This design comes from an exercise in tuning for small area and a short achievable clock period on the open sky130 flow, not from production work.
RTL that was checked went through simulation tests only; none was proved equivalent to the original.
No functional check of the RTL was part of run 3.
Power is estimated from default activity; no workload was simulated.

==> design.v <==
package ws2812b_pkg;
    localparam int COLOR_W = 8;
    localparam int PIXEL_W = 24;
    localparam int CYCLES_SHORT = 4;
    localparam int CYCLES_LONG  = 7;
    localparam int CYCLES_RET   = 500;
    typedef struct packed {
        logic [COLOR_W-1:0] r;
        logic [COLOR_W-1:0] g;
        logic [COLOR_W-1:0] b;
    } rgb_t;
endpackage
import ws2812b_pkg::*;
module ws2812b_aoi222 (
    input  logic a1, b1, a2, b2, a3, b3,
    output logic y
);
    assign y = !((a1 && b1) || (a2 && b2) || (a3 && b3));
endmodule
module ws2812b_nand4 (
    input  logic a, b, c, d,
    output logic y
);
    assign y = !(a && b && c && d);
endmodule
module ws2812b_nor3 (
    input  logic a, b, c,
    output logic y
);
    assign y = !(a || b || c);
endmodule
module ws2812b_nor2 (
    input  logic a, b,
    output logic y
);
    assign y = !(a || b);
endmodule
module ws2812b_dec_lo (
    input  logic [2:0] i_addr,
    output logic [7:0] o_n
);
    always_comb begin
        for (int k = 0; k < 8; k++) o_n[k] = !(i_addr == 3'(k));
    end
endmodule
module ws2812b_dec_hi (
    input  logic       i_en,
    input  logic       i_bank,
    input  logic       i_sel,
    input  logic [2:0] i_addr,
    output logic [4:0] o_n
);
    always_comb begin
        for (int k = 0; k < 5; k++) o_n[k] = !(i_en && (i_sel == i_bank) && (i_addr == 3'(k)));
    end
endmodule
module ws2812b_mux2i (
    input  logic a0, a1, s,
    output logic y
);
    assign y = !(s ? a1 : a0);
endmodule
module ws2812b_rd_bank_bit (
    input  logic [35:0] i_sel,
    input  logic [35:0] i_data,
    output logic [2:0]  o_or
);
    logic [11:0] w_t_n;
    genvar g;
    generate
        for (g = 0; g < 12; g++) begin : g_aoi
            ws2812b_aoi222 u_aoi (
                .a1 (i_sel[3*g]),     .b1 (i_data[3*g]),
                .a2 (i_sel[3*g + 1]), .b2 (i_data[3*g + 1]),
                .a3 (i_sel[3*g + 2]), .b3 (i_data[3*g + 2]),
                .y  (w_t_n[g])
            );
        end
        for (g = 0; g < 3; g++) begin : g_nand
            ws2812b_nand4 u_nand4 (
                .a (w_t_n[4*g]), .b (w_t_n[4*g + 1]), .c (w_t_n[4*g + 2]), .d (w_t_n[4*g + 3]),
                .y (o_or[g])
            );
        end
    endgenerate
endmodule
module ws2812b_pixel_ram
#(
    parameter int LEDCOUNT = 36,
    parameter int ADDR_W   = 6
) (
    input  logic                clk,
    input  logic                i_wr_en,
    input  logic                i_wr_bank,
    input  logic [ADDR_W-1:0]   i_wr_addr,
    input  logic [PIXEL_W-1:0]  i_wr_data,
    input  logic                i_rd_bank,
    input  logic [LEDCOUNT-1:0] i_rd_sel,     
    output logic [PIXEL_W-1:0]  o_rd_data     
);
    logic [LEDCOUNT-1:0][PIXEL_W-1:0] r_bank0;
    logic [LEDCOUNT-1:0][PIXEL_W-1:0] r_bank1;
    logic [PIXEL_W-1:0]               r_wr_data;
    logic [LEDCOUNT-1:0]              w_we0;
    logic [LEDCOUNT-1:0]              w_we1;
    logic [7:0]                       w_lo_n;
    logic [4:0]                       w_hi0_n;
    logic [4:0]                       w_hi1_n;
    logic [7:0]                       r_lo_n;
    logic [4:0]                       r_hi0_n;
    logic [4:0]                       r_hi1_n;
    ws2812b_dec_lo u_dec_lo (
        .i_addr (i_wr_addr[2:0]),
        .o_n    (w_lo_n)
    );
    ws2812b_dec_hi u_dec_hi0 (
        .i_en   (i_wr_en),
        .i_bank (1'b0),
        .i_sel  (i_wr_bank),
        .i_addr (i_wr_addr[5:3]),
        .o_n    (w_hi0_n)
    );
    ws2812b_dec_hi u_dec_hi1 (
        .i_en   (i_wr_en),
        .i_bank (1'b1),
        .i_sel  (i_wr_bank),
        .i_addr (i_wr_addr[5:3]),
        .o_n    (w_hi1_n)
    );
    always_ff @(posedge clk) begin
        r_lo_n    <= w_lo_n;
        r_hi0_n   <= w_hi0_n;
        r_hi1_n   <= w_hi1_n;
        r_wr_data <= i_wr_data;
    end
    ws2812b_nor2 u_we0_0 (.a (w_hi0_n[0]), .b (w_lo_n[0]), .y (w_we0[0]));
    ws2812b_nor2 u_we1_0 (.a (w_hi1_n[0]), .b (w_lo_n[0]), .y (w_we1[0]));
    genvar w;
    generate
        for (w = 1; w < LEDCOUNT; w++) begin : g_we
            ws2812b_nor2 u_we0 (.a (r_hi0_n[w / 8]), .b (r_lo_n[w % 8]), .y (w_we0[w]));
            ws2812b_nor2 u_we1 (.a (r_hi1_n[w / 8]), .b (r_lo_n[w % 8]), .y (w_we1[w]));
        end
    endgenerate
    always_ff @(posedge clk) begin
        if (w_we0[0]) r_bank0[0] <= i_wr_data;
        if (w_we1[0]) r_bank1[0] <= i_wr_data;
        for (int i = 1; i < LEDCOUNT; i++) begin
            if (w_we0[i]) r_bank0[i] <= r_wr_data;
            if (w_we1[i]) r_bank1[i] <= r_wr_data;
        end
    end
    logic [PIXEL_W-1:0][5:0] r_part;
    logic [PIXEL_W-1:0][5:0] w_part;
    always_ff @(posedge clk) begin
        r_part <= w_part;
    end
    genvar b, i;
    generate
        for (b = 0; b < PIXEL_W; b++) begin : g_bit
            logic [LEDCOUNT-1:0] w_col0;
            logic [LEDCOUNT-1:0] w_col1;
            logic                w_rd0_n;
            logic                w_rd1_n;
            for (i = 0; i < LEDCOUNT; i++) begin : g_col
                assign w_col0[i] = r_bank0[i][b];
                assign w_col1[i] = r_bank1[i][b];
            end
            ws2812b_rd_bank_bit u_rd0 (.i_sel (i_rd_sel), .i_data (w_col0), .o_or (w_part[b][2:0]));
            ws2812b_rd_bank_bit u_rd1 (.i_sel (i_rd_sel), .i_data (w_col1), .o_or (w_part[b][5:3]));
            ws2812b_nor3 u_nor0 (.a (r_part[b][0]), .b (r_part[b][1]), .c (r_part[b][2]), .y (w_rd0_n));
            ws2812b_nor3 u_nor1 (.a (r_part[b][3]), .b (r_part[b][4]), .c (r_part[b][5]), .y (w_rd1_n));
            ws2812b_mux2i u_mux (.a0 (w_rd0_n), .a1 (w_rd1_n), .s (i_rd_bank), .y (o_rd_data[b]));
        end
    endgenerate
endmodule
import ws2812b_pkg::*;
module ws2812b_frame_feeder
#(
    parameter int LEDCOUNT = 36,
    parameter int ADDR_W   = 6,
    parameter int FPS_DIV  = 90000
) (
    input  logic               clk,
    input  logic               resetn,
    input  logic               wr_en,
    input  logic [ADDR_W-1:0]  wr_addr,
    input  logic [PIXEL_W-1:0] wr_data,
    input  logic               commit,
    output logic               bitstream_available,
    output logic [PIXEL_W-1:0] bitstream,
    input  logic               bitstream_read,
    output logic               frame_busy,
    output logic               frame_done,
    output logic               commit_pending,
    output logic               frame_overrun
);
    localparam logic [16:0] TICK_SEED = 17'h1ffff;
    localparam logic [16:0] TICK_PRE  = 17'h1b6e1;
    logic [16:0] r_lfsr;
    logic        r_tick;
    logic        r_busy;
    logic        r_load;
    logic        r_avail;
    logic        r_front;
    logic        r_pending;
    logic        r_done;
    logic        r_overrun;
    logic [LEDCOUNT-1:0] r_sel;    
    logic [PIXEL_W-1:0] r_bitstream;
    logic        w_start;
    logic        w_swap;
    logic        w_fetch;
    logic        w_take;
    logic        w_last;
    logic [PIXEL_W-1:0] w_rd_data;
    assign w_start = !r_busy && r_tick;
    assign w_swap  = w_start && (r_pending || commit);
    assign w_fetch = r_busy && !r_load && !r_avail;
    assign w_take  = r_avail && bitstream_read;
    assign w_last  = w_take && r_sel[LEDCOUNT-1];
    always_ff @(posedge clk) begin
        if (!resetn || r_tick) begin
            r_lfsr <= TICK_SEED;
        end else begin
            r_lfsr <= {r_lfsr[15:0], r_lfsr[16] ^ r_lfsr[13]};
        end
    end
    always_ff @(posedge clk) begin
        if (!resetn) begin
            r_tick    <= 1'b0;
            r_busy    <= 1'b0;
            r_load    <= 1'b0;
            r_avail   <= 1'b0;
            r_front   <= 1'b0;
            r_pending <= 1'b0;
            r_done    <= 1'b0;
            r_overrun <= 1'b0;
        end else begin
            r_tick    <= (r_lfsr == TICK_PRE);
            r_load    <= w_fetch;
            r_done    <= w_last;
            r_overrun <= r_tick && r_busy;
            r_pending <= !w_swap && (r_pending || commit);
            if (w_swap) r_front <= !r_front;
            if (w_start)     r_busy <= 1'b1;
            else if (w_last) r_busy <= 1'b0;
            if (r_load)      r_avail <= 1'b1;
            else if (w_take) r_avail <= 1'b0;
        end
    end
    always_ff @(posedge clk) begin
        if (w_start) begin
            r_sel <= LEDCOUNT'(1);
        end else if (w_take) begin
            r_sel <= {r_sel[LEDCOUNT-2:0], r_sel[LEDCOUNT-1]};
        end
    end
    always_ff @(posedge clk) begin
        r_bitstream <= {w_rd_data[15:8], w_rd_data[23:16], w_rd_data[7:0]};
    end
    ws2812b_pixel_ram #(
        .LEDCOUNT (LEDCOUNT),
        .ADDR_W   (ADDR_W)
    ) u_pixel_ram (
        .clk       (clk),
        .i_wr_en   (wr_en),         
        .i_wr_bank (!r_front),
        .i_wr_addr (wr_addr),
        .i_wr_data (wr_data),
        .i_rd_bank (r_front),
        .i_rd_sel  (r_sel),
        .o_rd_data (w_rd_data)
    );
    assign bitstream_available = r_avail;
    assign bitstream           = r_bitstream;
    assign frame_busy          = r_busy;
    assign frame_done          = r_done;
    assign commit_pending      = r_pending;
    assign frame_overrun       = r_overrun;
endmodule
==> flow/run.sh <==
#!/bin/bash
# The standard layout (standard.sh), with two of its steps given other options:
# ports are buffered with buf_4 cells, and clock tree synthesis adds no dummy
# loads and drives the flip-flops from clkbuf_8 leaf buffers.
set -euo pipefail
export BUFFER_PORTS_ARGS="-inputs -outputs -buffer_cell sky130_fd_sc_hd__buf_4"
export CTS_ARGS="-sink_clustering_enable -repair_clock_nets -dont_use_dummy_load -sink_clustering_size 18 -sink_clustering_max_diameter 100 -sink_clustering_buffer sky130_fd_sc_hd__clkbuf_8"
bash standard.sh > standard.log 2>&1
==> standard.sh <==
#!/bin/bash
# synth_recipe.tcl (not shown) runs the flow's synth.tcl, then flattens the netlist and writes it again
# the make line also repeats each setting of config.mk as NAME=value (left out here)
make -C /OpenROAD-flow-scripts/flow DESIGN_CONFIG=/design/flow/config.mk WORK_HOME=/design/flow/orfs CLKGATE_MAP_FILE= SYNTH_SCRIPT=/design/flow/synth_recipe.tcl "${@:-finish}"
==> config.mk <==
export PLATFORM = sky130hd
export DESIGN_NAME = ws2812b_frame_feeder
export DESIGN_NICKNAME = ws2812b_frame_feeder
export VERILOG_FILES = /design/flow/design.v
export SDC_FILE = /design/flow/constraint.sdc
export NUM_CORES = 4
export LEC_CHECK = 0
export CAP_MARGIN = 20
export CORE_MARGIN = 2
export CORE_UTILIZATION = 75
export CTS_CLUSTER_DIAMETER = 100
export CTS_CLUSTER_SIZE = 18
export SETUP_SLACK_MARGIN = 2.9
export SLEW_MARGIN = 20
export SYNTH_HIERARCHICAL = 1
==> constraint.sdc <==
create_clock -name core_clock -period 5.0 [get_ports {clk}]
set_input_delay 1.0000 -clock core_clock [delete_from_list [all_inputs] [get_ports {clk}]]
set_output_delay 1.0000 -clock core_clock [all_outputs]
set_load 0.01 [all_outputs]
==> run summary, run 1 <==
placed cells 4392; period utilization 0.439; hpwl dp between 90000 and 100000 um; clock power share 0.270; Starting Density 0.759; register area share after synthesis 0.868; Post-Layout Cell Count 4524; vias in the first global route roughly 34000; Hold Path Class reg -> reg; die footprint ~0.09 mm^2; pin slew with the least headroom to its limit 1.01 ns; hold slack final ~0.44 ns; Worst VDD drop roughly 0.0003 V; Setup Total Neg Slack 0 ns; first-pass GRT wire length 244000 um; CTS root buf clkbuf_16; slew margin rel. 0.323; Vias 36027; RSZ-0062 raised after global routing true; CP Buf/Inv Count 1; sequential power share 0.718; CTS tree done; syn_nets just over 3000; Sw Ratio 0.190; top routing layer in use met5; fmax about 0.46 GHz; DRT Pass-1 Iters 9; Die Ht roughly 300 um; multi-input logic area 0.00879 mm^2; Placeable Area roughly 0.087 mm^2; ratio of cells with drive above 1 in the final layout 0.162; Met3 Wirelength 27300 um; power share of the combinational group 0.013; Vias/cell 7.96; DIE WIDTH 301 um; DR DRC count 0; FP Rows ~110; largest fanout on the critical path 1; max incr delay on CP about 0.4 ns; P_leak roughly 22 nW; Synth-to-Final Area Change 7.73%; Clock Sinks 1999; Routability Congestion 0.855; worst-skew pair later-pin latency between 0.6 and 0.7 ns; Async SR Flop Fraction 0; internal cell power 20.5 mW; Post-synth EDFFs 1728; io pins 64; clock buffer count from CTS approximately 120; status no timing/DRC/antenna violations; Final Setup Violations 0; gate count of the mapped netlist about 3100; Hold Startpoint r_load; initial antenna violation count 6; WL per Instance roughly 40 um; Crit. End Element primary output; Critical path origin r_bitstream[23]; Post-Route Skew roughly 0.062 ns; cts hold-fix bufs 0; Metal-1 WL 56800 um; post-synthesis cell area between 0.06 and 0.07 mm^2; element type at the critical path start flip-flop; power per cell area approximately 360 mW/mm^2; Yosys reg bits between 1500 and 2000; ANT nets after route 0; WL final 176000 um; Fin. Hold Viols 0; Slew Viols, Final 0; Max-Cap Viols 0; fillcell total 4062; fin crit period 2.19 ns; largest net degree at the start of global routing slightly above 70; Crit path required time about 4 ns; P_sw about 4.8 mW; worst r2r src r_sel[3]; initial DRC count 8280; Yosys cell types 30; worst endpoint data arrival time ~1.2 ns; WL met2 between 80000 and 90000 um; nets 3405; total track usage 0.392; GR Overflow Total 0; CP delay by family, top flip-flops; ys flop type edfxtp_1; Clk pin slew, worst setup/hold paths between 0.1 and 0.15 ns; clock buffer depth 3; area occupied by registers around 0.057 mm^2; CP cell instances buf_6; YS warnings 10; slowest library cell on the worst path dfxtp_4; critical path class reg -> out; Avg Inst Size Synth 21.6 um^2; H-tree Lvls 3; Port Buffer Count 63
-- cell usage after synthesis, drive strengths merged, types with 3 or more instances --
| library cell | count | area (um^2) |
|---|---|---|
| nand2 | 74 | 280 |
| dfxtp | 271 | 5430 |
| mux2i | 24 | 240 |
| a21oi | 39 | 195 |
| nand4 | 149 | 932 |
| nor2b | 3 | 26.3 |
| inv | 3 | 11.3 |
| xnor2 | 3 | 41.3 |
| a222oi | 576 | 5770 |
| buf | 13 | 115 |
| nor3 | 50 | 490 |
| edfxtp | 1728 | 51900 |
| nor2 | 79 | 297 |
| nand4b | 6 | 52.6 |
| nand3b | 4 | 30.0 |
| nand3 | 4 | 20.0 |
| or3 | 18 | 113 |
| or3b | 3 | 26.3 |
-- area by class of cell --
cell class              count  share of cell area
flip-flops and latches   1999               0.808
diodes                      1           0.0000352
inverters                   3            0.000158
clock buffers             121              0.0248
well taps                1155              0.0203
repair buffers            203              0.0233
multi-input cells        1042               0.124
-- Yosys stat by module, one instance, submodules excluded, excerpt --
module                flops+latches  cell area, um^2
ws2812b_aoi222                    0             10.0
ws2812b_dec_hi                    0             61.3
ws2812b_dec_lo                    0             60.1
ws2812b_frame_feeder             85             2550
ws2812b_mux2i                     0             10.0
ws2812b_nand4                     0             6.26
ws2812b_nor2                      0             3.75
ws2812b_nor3                      0             10.0
-- worst paths after layout --
check	to	slack, ns	cells after the start
max	bitstream[23]	2.81	1
min	r_load	0.44	1
min reg2reg	r_load	0.44	1
max reg2reg	u_pixel_ram.r_part[21]	2.96	3
-- layout by cell type (no fill, tap or decap), types with 3 or more instances in the layout --
cell type and instances:
edfxtp_1 1728, a222oi_1 576, dfxtp_1 181, buf_4 172, nand4_1 149, clkbuf_8 112, dfxtp_2 84, nand2_1 73
nor2_2 70, nor3_2 48, a21oi_1 39, buf_6 29, mux2i_1 24, or3_1 17, clkbuf_16 9, nor2_1 7
nand4b_1 6, dfxtp_4 6, nand3b_1 4, nor2_4 4, inv_1 3, nand3_1 3, or3b_1 3
-- per-layer routing --
layer  track usage  vias up
met2         0.609     3355
met4         0.187        8
met1         0.542    17933
li1              -    14314
met5             0        -
met3        0.0894      417
-- flip-flops by register name, indices dropped and copies added (netlist names), 5 cells and up --
register               count
u_pixel_ram.r_lo_n         8
u_pixel_ram.r_hi0_n        5
u_pixel_ram.r_part       144
r_lfsr                    17
u_pixel_ram.r_hi1_n        5
r_bitstream               24
u_pixel_ram.r_bank0      864
r_sel                     36
u_pixel_ram.r_bank1      864
u_pixel_ram.r_wr_data     24
-- power by group through the flow --
stage | logic (mW) | registers [mW] | clock network (mW)
floorplan | 0.0254 | 18.6 | 0
global placement | 0.289 | 18.5 | 0
detailed placement | 0.314 | 18.5 | 0
CTS | 0.315 | 18.2 | 6.83
global route | 0.338 | 18.2 | 7.37
finish | 0.324 | 18.2 | 6.82
-- per-stage QoR --
stage	area, um^2	utilization	total power [mW]	worst slack, ns
global route	71100	0.817	25.9	2.81
CTS	71100	0.817	25.3	2.78
global placement	69100	0.794	18.8	2.19
finish	71100	0.817	25.3	2.81
floorplan	66000	-	18.7	2.81
detailed placement	69100	0.794	18.9	2.13
-- repair_timing --
action / in CTS / in global routing
gates resized for setup: 62 / 4
endpoints found under the setup margin: 77 / 66
pin swaps: 4 / 1
buffers inserted: 7 / 1
gates cloned: 2 / 0
endpoints found under the hold margin: 0 / 0
-- cells by family after synthesis --
group	synth area share
compound gates	0.0904
other cells	0.000114
buf+inv	0.00203
simple gates	0.0350
xor+xnor	0.000626
mux	0.00364
flops	0.868
==> inputs of run 2 (changes only) <==
==> flow/run.sh (replaced) <==
#!/bin/bash
# The standard layout (standard.sh), with two of its steps given other options:
# ports are buffered with buf_4 cells, and clock tree synthesis adds no dummy
# loads and drives the flip-flops from clkbuf_8 leaf buffers.
set -euo pipefail
export BUFFER_PORTS_ARGS="-inputs -outputs -buffer_cell sky130_fd_sc_hd__buf_4"
export CTS_ARGS="-sink_clustering_enable -repair_clock_nets -dont_use_dummy_load -sink_clustering_size 20 -sink_clustering_max_diameter 100 -sink_clustering_buffer sky130_fd_sc_hd__clkbuf_8"
bash standard.sh > standard.log 2>&1
--- a/config.mk
+++ b/config.mk
@@ -9,7 +9,7 @@
 export CORE_MARGIN = 2
 export CORE_UTILIZATION = 75
 export CTS_CLUSTER_DIAMETER = 100
-export CTS_CLUSTER_SIZE = 18
-export SETUP_SLACK_MARGIN = 2.9
+export CTS_CLUSTER_SIZE = 20
+export SETUP_SLACK_MARGIN = 3.0
 export SLEW_MARGIN = 20
 export SYNTH_HIERARCHICAL = 1
==> run summary, run 2 <==
status no timing/DRC/antenna violations (unchanged); period utilization 0.438 (was 0.439); largest net degree at the start of global routing 71 (unchanged); fin crit period 2.19 ns (about the same); max incr delay on CP 0.41 ns (was 0.40 ns); CP cell instances buf_6 (unchanged); largest registers u_pixel_ram.r_bank0: 864 flops, u_pixel_ram.r_bank1: 864 flops, u_pixel_ram.r_part: 144 flops (unchanged); syn_nets 3092 (unchanged); CTS tree done (unchanged); Slew Viols, Final 0 (unchanged); WL per Instance 38.9 um (was 38.8 um); critical path class reg -> out (unchanged); ratio of cells with drive above 1 in the final layout 0.159 (was 0.162); clock buffer depth 3 (unchanged); area leader, netlist edfxtp_1 (unchanged); post-layout util 0.816 (was 0.817); Synth Area in Compound Gates 0.0904 (unchanged); post-synthesis cell area 0.0660 mm^2 (unchanged); GR Overflow Total 0 (unchanged); initial DRC count 8328 (was 8280); die footprint 0.0904 mm^2 (unchanged); Clock Sinks 1999 (unchanged); commonest non-fill, non-tap cell in the layout edfxtp_1 (unchanged); Synth top cells by count 1728 x edfxtp_1, 576 x a222oi_1, 271 x dfxtp_1, 149 x nand4_1, 79 x nor2_1 (unchanged); DR DRC count 0 (unchanged); Worst VDD drop 0.000328 V (was 0.000296 V); pin slew with the least headroom to its limit 0.993 ns (was 1.01 ns); initial antenna violation count 4 (was 6); power per cell area 353 mW/mm^2 (was 356 mW/mm^2); Setup WS pre-CTS 2.13 ns (unchanged); Die Ht 301 um (unchanged); Port Buffer Count 63 (unchanged); Synth-to-Final Area Change 7.52% (was 7.73%); ANT nets after route 0 (unchanged); share of the synthesized area in the top cell type 0.786 (unchanged); DRT Pass-1 Iters 10 (was 9); WL final 176000 um (about the same); slew margin rel. 0.336 (was 0.323); Starting Density 0.759 (unchanged); placed cells 4392 (unchanged); CTS root buf clkbuf_16 (unchanged); gate count of the mapped netlist 3057 (unchanged); mux share of post-synthesis cell area 0.00364 (unchanged); Crit. End Element primary output (unchanged); CP Buf/Inv Count 1 (unchanged); FP Rows 108 (unchanged); fmax 0.456 GHz (about the same); Post-Route Skew 0.0294 ns (was 0.0620 ns); first-pass GRT wire length 244000 um (about the same); H-tree Lvls 3 (unchanged); cts hold-fix bufs 0 (unchanged); most common cell in the netlist edfxtp_1 (unchanged); io pins 64 (unchanged); largest family of logic cells by synthesized area compound AO/OA/AOI/OAI gates (unchanged); Avg Inst Size Synth 21.6 um^2 (unchanged); Pwr Total 25.1 mW (was 25.3 mW); nets 3395 (was 3405); Crit path required time 4.00 ns (about the same); Clk pin slew, worst setup/hold paths 0.12 ns (was 0.11 ns); Routability Congestion 0.855 (unchanged); Yosys reg bits 1999 (unchanged); vias in the first global route 34299 (was 34488); total track usage 0.392 (about the same); Fin. Hold Viols 0 (unchanged); RSZ-0062 raised after global routing true (unchanged); element type at the critical path start flip-flop (unchanged); ys flop type edfxtp_1 (unchanged); Hold Path Class reg -> reg (unchanged); worst-skew pair later-pin latency 0.68 ns (was 0.69 ns); P_leak 21.7 nW (was 21.8 nW); Yosys cell types 30 (unchanged); Post-synth EDFFs 1728 (unchanged); Async SR Flop Fraction 0 (unchanged); Placeable Area 0.0870 mm^2 (unchanged); register area share after synthesis 0.868 (unchanged); Post-Layout Cell Count 4515 (was 4524); xor and xnor area share after synthesis 0.000625 (unchanged); Vias 36092 (was 36027); Max-Cap Viols 0 (unchanged); Synth area leaders edfxtp_1 79%, a222oi_1 8.7%, dfxtp_1 8.2% (unchanged); hpwl dp 96400 um (unchanged); clock buffer count from CTS 109 (was 121); Setup Total Neg Slack 0 ns (unchanged); PnR worst setup slack 2.81 ns (about the same); post-synthesis simple-gate area fraction 0.0350 (unchanged); Vias/cell 7.99 (was 7.96); CP delay by family, top flip-flops (unchanged); slowest library cell on the worst path dfxtp_4 (unchanged); largest fanout on the critical path 1 (unchanged); worst endpoint data arrival time 1.19 ns (about the same); Adder-Cell Fraction of Synth Area 0 (unchanged); most frequent cells in the layout 1728 x edfxtp_1, 576 x a222oi_1, 181 x dfxtp_1, 173 x buf_4, 149 x nand4_1 (was 1728 x edfxtp_1, 576 x a222oi_1, 181 x dfxtp_1, 172 x buf_4, 149 x nand4_1); Final Setup Violations 0 (unchanged); YS warnings 10 (unchanged); DIE WIDTH 301 um (unchanged)
-- run 2: cell counts after synthesis --
No cell type changed its count.
-- run 2: layer usage --
metal  vias to the layer above  global-route usage  share of wire
met4                         0               0.174          0.049
met3                       406              0.0871           0.16
li1                      14286                   -              -
met1                     17991               0.546           0.32
met5                         -                   0              0
met2                      3409               0.612           0.47
-- run 2: per-module statistics from Yosys, one instance, submodules excluded, a selection --
| module | copies in the design | cells inside |
|---|---|---|
| ws2812b_nor2 | 72 | 1 |
| ws2812b_aoi222 | 576 | 1 |
| ws2812b_mux2i | 24 | 1 |
| ws2812b_dec_hi | 2 | 8 |
| ws2812b_dec_lo | 1 | 8 |
| ws2812b_nand4 | 144 | 1 |
-- run 2: cell type report --
type | count | area [um^2]
sequential | 1999 | 57400
timing repair buffer | 205 | 1680
fill | 4087 | 16000
clock buffer | 109 | 1600
inverter | 3 | 11.3
tap | 1155 | 1450
antenna | 2 | 5.00
multi-input combinational | 1042 | 8790
-- run 2: what timing repair did --
action                                  4_1_cts  5_1_grt
cloned                                        2        0
pin swaps                                     4        1
resized for setup                            64        4
endpoints found under the setup margin       77       45
setup buffers                                10        0
-- run 2: metrics by stage --
step / hold slack, ns / instance area [um^2]
after floorplan: 0.396 / 66000
after global routing: 0.438 / 71000
after CTS: 0.429 / 71000
after global placement: 0.407 / 69100
after detailed placement: 0.417 / 69100
final: 0.434 / 71000
-- run 2: cells by family after synthesis --
family,Yosys count
AOI/OAI and AO/OA,616
xor gates and xnor gates,3
buffers and inverters,18
DFF,1999
muxes,24
other,2
and+or+nand+nor,395
-- run 2: final timing paths --
path                         from  slack, ns                endpoint  cells past startpoint
setup / recovery  r_bitstream[23]       2.81           bitstream[23]                      1
hold / removal             r_load       0.43                  r_load                      1
setup reg to reg          r_front       2.95  u_pixel_ram.r_hi0_n[3]                      3
hold reg to reg            r_load       0.43                  r_load                      1
-- run 2: power breakdown --
part | switching (mW) | leakage (nW) | internal, mW
sequential | 0.0476 | 17.8 | 18.1
combinational | 0.283 | 3.12 | 0.0414
clock | 4.42 | 0.830 | 2.15
==> inputs of run 3 (changes only) <==
--- a/design.v
+++ b/design.v
@@ -100,15 +100,11 @@
 );
     logic [LEDCOUNT-1:0][PIXEL_W-1:0] r_bank0;
     logic [LEDCOUNT-1:0][PIXEL_W-1:0] r_bank1;
-    logic [PIXEL_W-1:0]               r_wr_data;
     logic [LEDCOUNT-1:0]              w_we0;
     logic [LEDCOUNT-1:0]              w_we1;
     logic [7:0]                       w_lo_n;
     logic [4:0]                       w_hi0_n;
     logic [4:0]                       w_hi1_n;
-    logic [7:0]                       r_lo_n;
-    logic [4:0]                       r_hi0_n;
-    logic [4:0]                       r_hi1_n;
     ws2812b_dec_lo u_dec_lo (
         .i_addr (i_wr_addr[2:0]),
         .o_n    (w_lo_n)
@@ -127,27 +123,17 @@
         .i_addr (i_wr_addr[5:3]),
         .o_n    (w_hi1_n)
     );
-    always_ff @(posedge clk) begin
-        r_lo_n    <= w_lo_n;
-        r_hi0_n   <= w_hi0_n;
-        r_hi1_n   <= w_hi1_n;
-        r_wr_data <= i_wr_data;
-    end
-    ws2812b_nor2 u_we0_0 (.a (w_hi0_n[0]), .b (w_lo_n[0]), .y (w_we0[0]));
-    ws2812b_nor2 u_we1_0 (.a (w_hi1_n[0]), .b (w_lo_n[0]), .y (w_we1[0]));
     genvar w;
     generate
-        for (w = 1; w < LEDCOUNT; w++) begin : g_we
-            ws2812b_nor2 u_we0 (.a (r_hi0_n[w / 8]), .b (r_lo_n[w % 8]), .y (w_we0[w]));
-            ws2812b_nor2 u_we1 (.a (r_hi1_n[w / 8]), .b (r_lo_n[w % 8]), .y (w_we1[w]));
+        for (w = 0; w < LEDCOUNT; w++) begin : g_we
+            ws2812b_nor2 u_we0 (.a (w_hi0_n[w / 8]), .b (w_lo_n[w % 8]), .y (w_we0[w]));
+            ws2812b_nor2 u_we1 (.a (w_hi1_n[w / 8]), .b (w_lo_n[w % 8]), .y (w_we1[w]));
         end
     endgenerate
     always_ff @(posedge clk) begin
-        if (w_we0[0]) r_bank0[0] <= i_wr_data;
-        if (w_we1[0]) r_bank1[0] <= i_wr_data;
-        for (int i = 1; i < LEDCOUNT; i++) begin
-            if (w_we0[i]) r_bank0[i] <= r_wr_data;
-            if (w_we1[i]) r_bank1[i] <= r_wr_data;
+        for (int i = 0; i < LEDCOUNT; i++) begin
+            if (w_we0[i]) r_bank0[i] <= i_wr_data;
+            if (w_we1[i]) r_bank1[i] <= i_wr_data;
         end
     end
     logic [PIXEL_W-1:0][5:0] r_part;
==> flow/run.sh (replaced) <==
#!/bin/bash
# The standard layout (standard.sh), with two of its steps given other options:
# ports are buffered with buf_4 cells, and clock tree synthesis adds no dummy loads.
set -euo pipefail
export BUFFER_PORTS_ARGS="-inputs -outputs -buffer_cell sky130_fd_sc_hd__buf_4"
export CTS_ARGS="-sink_clustering_enable -repair_clock_nets -dont_use_dummy_load -sink_clustering_size 24 -sink_clustering_max_diameter 100"
bash standard.sh > standard.log 2>&1
--- a/config.mk
+++ b/config.mk
@@ -9,7 +9,7 @@
 export CORE_MARGIN = 2
 export CORE_UTILIZATION = 75
 export CTS_CLUSTER_DIAMETER = 100
-export CTS_CLUSTER_SIZE = 20
+export CTS_CLUSTER_SIZE = 24
 export SETUP_SLACK_MARGIN = 3.0
 export SLEW_MARGIN = 20
 export SYNTH_HIERARCHICAL = 1
==> run summary, run 3 <==
status no timing/DRC/antenna violations (unchanged); Starting Density 0.754 (was 0.759); WL final 180000 um (was 176000 um); FF-to-FF path depth 3 (unchanged); FP Rows 108 (unchanged); DIE WIDTH 299 um (was 301 um); Clk pin slew, worst setup/hold paths 0.09 ns (was 0.12 ns); Synth area leaders edfxtp_1 80%, a222oi_1 8.8%, dfxtp_1 7.0% (was edfxtp_1 79%, a222oi_1 8.7%, dfxtp_1 8.2%); Placeable Area 0.0865 mm^2 (was 0.0870 mm^2); Die Ht 299 um (was 301 um); initial DRC count 9371 (was 8328); Crit path required time 4.00 ns (about the same); Fin. Hold Viols 0 (unchanged); clock buffer depth 3 (unchanged); initial antenna violation count 10 (was 4); WL per Instance 39.9 um (was 38.9 um); commonest non-fill, non-tap cell in the layout edfxtp_1 (unchanged); critical path class reg -> out (unchanged); Async SR Flop Fraction 0 (unchanged); reg-to-reg setup timing slack 2.87 ns (was 2.95 ns); Vias/cell 8.10 (was 7.99); first-pass GRT wire length 246000 um (was 244000 um); CTS tree done (unchanged); RSZ-0062 raised after global routing true (unchanged); Synth-to-Final Area Change 10.9% (was 7.52%); die footprint 0.0893 mm^2 (was 0.0904 mm^2); area leader, netlist edfxtp_1 (unchanged); hpwl dp 99900 um (was 96400 um); design area 0.0723 mm^2 (was 0.0710 mm^2); Final Setup Violations 0 (unchanged); area post-placement 0.0679 mm^2 (was 0.0691 mm^2); DRT Pass-1 Iters 11 (was 10); Vias 36394 (was 36092); most frequent cells in the layout 1728 x edfxtp_1, 576 x a222oi_1, 164 x dfxtp_1, 149 x nand4_1, 103 x buf_4 (was 1728 x edfxtp_1, 576 x a222oi_1, 181 x dfxtp_1, 173 x buf_4, 149 x nand4_1); fin crit period 2.23 ns (was 2.19 ns); DR DRC count 0 (unchanged); max incr delay on CP 0.42 ns (was 0.41 ns); multi-input logic area 0.00931 mm^2 (was 0.00879 mm^2); power per cell area 359 mW/mm^2 (was 353 mW/mm^2); WP depth 1 (unchanged); Slew Viols, Final 0 (unchanged); largest fanout on the critical path 1 (unchanged); most common cell in the netlist edfxtp_1 (unchanged); Post-synth EDFFs 1728 (unchanged); worst-skew pair later-pin latency 0.68 ns (about the same); slowest library cell on the worst path dfxtp_4 (unchanged); Yosys reg bits 1957 (was 1999); Synth top cells by count 1728 x edfxtp_1, 576 x a222oi_1, 229 x dfxtp_1, 149 x nand4_1, 79 x nor2_1 (was 1728 x edfxtp_1, 576 x a222oi_1, 271 x dfxtp_1, 149 x nand4_1, 79 x nor2_1); GR Overflow Total 0 (unchanged); vias in the first global route 33631 (was 34299); WHS Path Cells 1 (unchanged); register area share after synthesis 0.867 (was 0.868); ANT nets after route 0 (unchanged); Crit. End Element primary output (unchanged); pin slew with the least headroom to its limit 1.16 ns (was 0.993 ns); period utilization 0.445 (was 0.438); io pins 64 (unchanged); syn_nets 3050 (was 3092); clock buffer count from CTS 91 (was 109); Avg Inst Size Synth 21.6 um^2 (about the same); Post-Route Skew 0.0437 ns (was 0.0294 ns); Setup Total Neg Slack 0 ns (unchanged); post-synthesis cell area 0.0652 mm^2 (was 0.0660 mm^2); fillcell total 3884 (was 4087); gate count of the mapped netlist 3015 (was 3057); worst endpoint data arrival time 1.23 ns (was 1.19 ns); Clock Sinks 1957 (was 1999); post-layout util 0.836 (was 0.816); ys flop type edfxtp_1 (unchanged); Worst VDD drop 0.000321 V (was 0.000328 V); CP delay by family, top flip-flops (unchanged); share of the synthesized area in the top cell type 0.796 (was 0.786); H-tree Lvls 3 (unchanged); Port Buffer Count 63 (unchanged); fmax 0.449 GHz (was 0.456 GHz); CTS root buf clkbuf_16 (unchanged); largest net degree at the start of global routing 73 (was 71); CP cell instances buf_6 (unchanged); nets 3373 (was 3395); Pwr Total 25.9 mW (was 25.1 mW); YS warnings 10 (unchanged); Hold Path Class reg -> reg (unchanged); P_leak 22.0 nW (was 21.7 nW); Routability Congestion 0.979 (was 0.855); CP Buf/Inv Count 1 (unchanged); ratio of cells with drive above 1 in the final layout 0.162 (was 0.159); total track usage 0.398 (was 0.392); area occupied by registers 0.0566 mm^2 (was 0.0574 mm^2); Max-Cap Viols 0 (unchanged); Yosys cell types 30 (unchanged); element type at the critical path start flip-flop (unchanged); largest registers u_pixel_ram.r_bank0: 864 flops, u_pixel_ram.r_bank1: 864 flops, u_pixel_ram.r_part: 144 flops (unchanged); slew margin rel. 0.226 (was 0.336)
==> run 3: changes by cell type after synthesis, sizes merged <==
cell | previous run | this run
dfxtp | 271 | 229
==> run 3: stage by stage <==
stage	setup WS, ns	instances	hold WS (ns)
after detailed placement	1.56	4288	0.417
after CTS	2.79	4452	0.429
after global placement	1.67	4288	0.410
final	2.77	4495	0.425
after global routing	2.76	4492	0.432
after floorplan	2.24	3015	0.396
==> run 3: path summary, 6_finish.rpt <==
check,start,endpoint
setup / recovery,r_bitstream[20],bitstream[20]
hold / removal,r_load,r_load
hold reg to reg,r_load,r_load
setup reg to reg,r_sel[33],u_pixel_ram.r_part[125]
==> run 3: power breakdown <==
group          switching [mW]  total (mW)  internal [mW]  leakage [nW]
logic                   0.392       0.440         0.0473          3.42
clock network            4.49        7.74           3.25          1.12
registers             0.00942        17.8           17.8          17.4
==> run 3: cell families after synthesis <==
kind of cell / share of synthesized area
flops: 0.867
simple gates: 0.0354
xor+xnor: 0.000634
mux: 0.00369
buf+inv: 0.00205
compound gates: 0.0915
other cells: 0.000115
==> run 3: what timing repair did <==
item                       4_1_cts  5_1_grt
buffers inserted                46       30
cloned                          27        8
setup endpoints to repair     1791     1222
hold buffers                     0        0
resized for setup              135       87
pin swaps                       61       32
==> run 3: per-layer routing <==
metal / global-route usage / part of all wire
met5: 0 / 0.00058
met4: 0.193 / 0.065
met3: 0.0800 / 0.14
met2: 0.635 / 0.48
met1: 0.542 / 0.32
==> run 3: per-module statistics from Yosys (local to each module, per instance), a selection <==
| module | area, um^2 | cells inside | flops+latches |
|---|---|---|---|
| ws2812b_frame_feeder | 2550 | 253 | 85 |
| ws2812b_dec_hi | 61.3 | 8 | 0 |
| ws2812b_dec_lo | 60.1 | 8 | 0 |
| ws2812b_aoi222 | 10.0 | 1 | 0 |
| ws2812b_mux2i | 10.0 | 1 | 0 |
| ws2812b_nor3 | 10.0 | 1 | 0 |
| ws2812b_nand4 | 6.26 | 1 | 0 |
| ws2812b_nor2 | 3.75 | 1 | 0 |
==> run 3: layout make-up <==
class                      count  area share
antenna                        4    0.000138
clock buffer                  91      0.0315
inverter                       3    0.000208
multi-input combinational   1067       0.129
sequential                  1957       0.783
tap                         1155      0.0200
timing repair buffer         218      0.0359

==> separate check: timing with driven ports <==
How much do the figures lean on ideal ports? The routed layouts below were timed once more, with nothing changed but the port constraints.
Step 1, drivers: a clkbuf_16 drives clk and a buf_2 each remaining input, both assumed.
Step 2 also shifts input and output timing later by t, the mid clock arrival at the registers, as if the neighbouring blocks saw the same clock.
Slacks: ideal / step 1 / step 2; pairs: ideal / step 1.
| run | t (ns) | setup WS [ns] | slew at the worst register clock pin (ns) |
|---|---|---|---|
| run 1 | 0.737 | 2.806 / 2.733 / 2.422 | 0.11 / 0.11 |
| run 2 | 0.740 | 2.809 / 2.737 / 2.400 | 0.12 / 0.12 |
| run 3 | 0.734 | 2.773 / 2.700 / 2.258 | 0.09 / 0.09 |
After both steps setup and hold are still met in every run listed. The setup slack of run 3, which loses most, moves by -0.073 ns with the drivers and by -0.515 ns with both steps.
